This design comes from an exercise in tuning for small area, a short achievable clock period and few clock cycles on the open sky130 flow, not from production work.
At most, simulation tests tie the RTL to the original design; equivalence was not proved.

the reference run:
==> flow/design.v (excerpt) <==
module systolic_ws_stream (
    input  logic        clk,
    input  logic        rst,
    input  logic        start_i,
    input  logic        reuse_w_i,
    input  logic        w_valid_i,
    input  logic [31:0] w_data_i,
    output logic        w_ready_o,
    input  logic        a_valid_i,
    input  logic [31:0] a_data_i,
    input  logic        a_last_i,
    output logic        a_ready_o,
    output logic        o_valid_o,
    output logic [71:0] o_data_o,
    output logic        busy_o,
    output logic        done_o
);
    logic       busy_q, wRdy_q, aRdy_q, wOk_q, done_q;
    logic [1:0] wCnt_q;
    logic       oValid_q;
    logic [2:0] vPipe_q, lPipe_q;
    logic       startEv, wBeat, aBeat, wLast;
    assign startEv = start_i & ~busy_q;
    assign wBeat   = w_valid_i & wRdy_q;
    assign aBeat   = a_valid_i & aRdy_q;
    assign wLast   = wBeat & (wCnt_q == 2'd3);
    always_ff @(posedge clk or posedge rst) begin
        if (rst) begin
            busy_q   <= 1'b0;
            wRdy_q   <= 1'b0;
            aRdy_q   <= 1'b0;
            wCnt_q   <= 2'd0;
            wOk_q    <= 1'b0;
            vPipe_q  <= '0;
            lPipe_q  <= '0;
            oValid_q <= 1'b0;
            done_q   <= 1'b0;
        end else begin
            if (startEv) begin
                busy_q <= 1'b1;
            end else if (done_q) begin
                busy_q <= 1'b0;
            end
            wRdy_q <= startEv ? ~reuse_w_i : (wRdy_q & ~wLast);
            aRdy_q <= startEv ? reuse_w_i : ((aRdy_q & ~(aBeat & a_last_i)) | wLast);
            if (wBeat) begin
                wCnt_q <= wCnt_q + 2'd1;
            end
            if (wLast) begin
                wOk_q <= 1'b1;
            end
            vPipe_q  <= {vPipe_q[1:0], aBeat};
            lPipe_q  <= {lPipe_q[1:0], aBeat & a_last_i};
            oValid_q <= vPipe_q[2];
  ...
Size: ~690 flip-flops, roughly 150 I/O pins.
export LEC_CHECK = 0
export CAP_MARGIN = 20
export CORE_MARGIN = 2
export CORE_UTILIZATION = 40
export CTS_CLUSTER_DIAMETER = 120
export CTS_CLUSTER_SIZE = 25
export SETUP_SLACK_MARGIN = 4.47
export SLEW_MARGIN = 20
export SYNTH_HIERARCHICAL = 1
create_clock -name core_clock -period 7.0 [get_ports {clk}]
standard.sh (not shown) runs the stock make flow with config.mk's settings and CLKGATE_MAP_FILE= SYNTH_SCRIPT=/design/flow/synth_recipe.tcl, a recipe that flattens the netlist after the stock synthesis.
==> flow/flow/run.sh <==
#!/bin/bash
# Own layout flow: the standard ORFS flow (standard.sh, which also runs the
# standard synthesis unchanged), with one change: the buffers that ORFS puts on
# every input and output port are sky130_fd_sc_hd__buf_2 cells instead of the
# delay buffers it picks by default. Each make run logs to its own file here.
set -euo pipefail
bash standard.sh synth > synth.log 2>&1
bash standard.sh "BUFFER_PORTS_ARGS=-buffer_cell sky130_fd_sc_hd__buf_2" finish > layout.log 2>&1
Testbench counts of the reference run, summed over its fixed seeds: cycles 4,679.
Here is what was changed in the inputs of the trial run compared with the reference run.
diff --git a/flow/design.v b/flow/design.v
--- a/flow/design.v
+++ b/flow/design.v
@@ -6,62 +6,82 @@
     input  logic        w_valid_i,
     input  logic [31:0] w_data_i,
     output logic        w_ready_o,
     input  logic        a_valid_i,
     input  logic [31:0] a_data_i,
     input  logic        a_last_i,
     output logic        a_ready_o,
     output logic        o_valid_o,
     output logic [71:0] o_data_o,
     output logic        busy_o,
     output logic        done_o
 );
-    logic       busy_q, wRdy_q, aRdy_q, wOk_q, done_q;
+    logic       busy_q, wRdy_q, aRdy_q, done_q;
+    logic       busyN_q, wRdyN_q, aRdyN_q, doneN_q;
+    logic       wOk_q;
     logic [1:0] wCnt_q;
     logic       oValid_q;
     logic [2:0] vPipe_q, lPipe_q;
+    logic       busy, wRdy, aRdy, done;
     logic       startEv, wBeat, aBeat, wLast;
-    assign startEv = start_i & ~busy_q;
-    assign wBeat   = w_valid_i & wRdy_q;
-    assign aBeat   = a_valid_i & aRdy_q;
+    logic       busyNext, wRdyNext, aRdyNext;
+    assign busy    = ~busyN_q;
+    assign wRdy    = ~wRdyN_q;
+    assign aRdy    = ~aRdyN_q;
+    assign done    = ~doneN_q;
+    assign startEv = start_i & ~busy;
+    assign wBeat   = w_valid_i & wRdy;
+    assign aBeat   = a_valid_i & aRdy;
     assign wLast   = wBeat & (wCnt_q == 2'd3);
+    assign busyNext = startEv | (busy & ~done);
+    assign wRdyNext = startEv ? ~reuse_w_i : (wRdy & ~wLast);
+    assign aRdyNext = startEv ? reuse_w_i : ((aRdy & ~(aBeat & a_last_i)) | wLast);
     always_ff @(posedge clk or posedge rst) begin
         if (rst) begin
             busy_q   <= 1'b0;
             wRdy_q   <= 1'b0;
             aRdy_q   <= 1'b0;
+            done_q   <= 1'b0;
             wCnt_q   <= 2'd0;
             wOk_q    <= 1'b0;
             vPipe_q  <= '0;
             lPipe_q  <= '0;
             oValid_q <= 1'b0;
-            done_q   <= 1'b0;
         end else begin
-            if (startEv) begin
-                busy_q <= 1'b1;
-            end else if (done_q) begin
-                busy_q <= 1'b0;
-            end
-            wRdy_q <= startEv ? ~reuse_w_i : (wRdy_q & ~wLast);
-            aRdy_q <= startEv ? reuse_w_i : ((aRdy_q & ~(aBeat & a_last_i)) | wLast);
+            busy_q   <= busyNext;
+            wRdy_q   <= wRdyNext;
+            aRdy_q   <= aRdyNext;
+            done_q   <= lPipe_q[2];
             if (wBeat) begin
                 wCnt_q <= wCnt_q + 2'd1;
             end
             if (wLast) begin
                 wOk_q <= 1'b1;
             end
             vPipe_q  <= {vPipe_q[1:0], aBeat};
             lPipe_q  <= {lPipe_q[1:0], aBeat & a_last_i};
             oValid_q <= vPipe_q[2];
-            done_q   <= lPipe_q[2];
+        end
+    end
+    always_ff @(posedge clk or posedge rst) begin
+        if (rst) begin
+            busyN_q <= 1'b1;
+            wRdyN_q <= 1'b1;
+            aRdyN_q <= 1'b1;
+            doneN_q <= 1'b1;
+        end else begin
+            busyN_q <= ~busyNext;
+            wRdyN_q <= ~wRdyNext;
+            aRdyN_q <= ~aRdyNext;
+            doneN_q <= ~lPipe_q[2];
         end
     end
     assign w_ready_o = wRdy_q;
     assign a_ready_o = aRdy_q;
     assign busy_o    = busy_q;
     assign done_o    = done_q;
     assign o_valid_o = oValid_q;
     logic [7:0] wgt_q [4][4];
     always_ff @(posedge clk) begin
         if (wBeat) begin
             for (int c = 0; c < 4; c++) begin
                 wgt_q[0][c] <= w_data_i[8*c +: 8];
## What came out
Going from the reference run to the trial run, the number of global-route vias before repair was found to have gone up by 279.
Register count in the trial run is higher than in the reference run.
Wire length of the first global-routing pass delta for the trial run relative to the reference run: 4100 um higher
In the trial run relative to the reference run, synthesized cell count had gone up slightly.
Compared the reference run against the trial run; non-clock buffering overhead in the final layout within noise.
Reported for the reference run and the trial run, number of primary I/O pins turned out identical to the last digit.
Area: the trial run vs the reference run -> the trial run larger
Slew of the pin with the lowest slew margin, the reference run and the trial run: smaller value in the reference run
Function not checked in the trial run: the RTL went through the layout flow alone.

==> afterwards: timing with drivers on the ports <==
In the flow no input, the clock included, has a driving cell. The finished layouts below were timed again as built, in two steps.
Step 1: set_driving_cell puts a clkbuf_16 on clk and a buf_2 on each other input, an assumption about the parent block.
Step 2 also shifts input and output timing later by t, the mid clock arrival at the registers, as if the neighbouring blocks saw the same clock.
Slacks: no drivers / after step 1 / after step 2; pairs: no drivers / after step 1.
run	t (ns)	slack for setup (ns)	worst hold slack (ns)	worst setup path at the end
the reference run	0.677	4.451 / 4.381 / 4.042	0.325 / 0.325 / 0.325	input to register
the trial run	0.660	4.468 / 4.396 / 4.198	0.330 / 0.330 / 0.330	input to register
After both steps every run listed still meets setup and hold. For the reference run, which loses most, drivers alone change the setup slack by -0.070 ns; drivers and shift together by -0.409 ns.
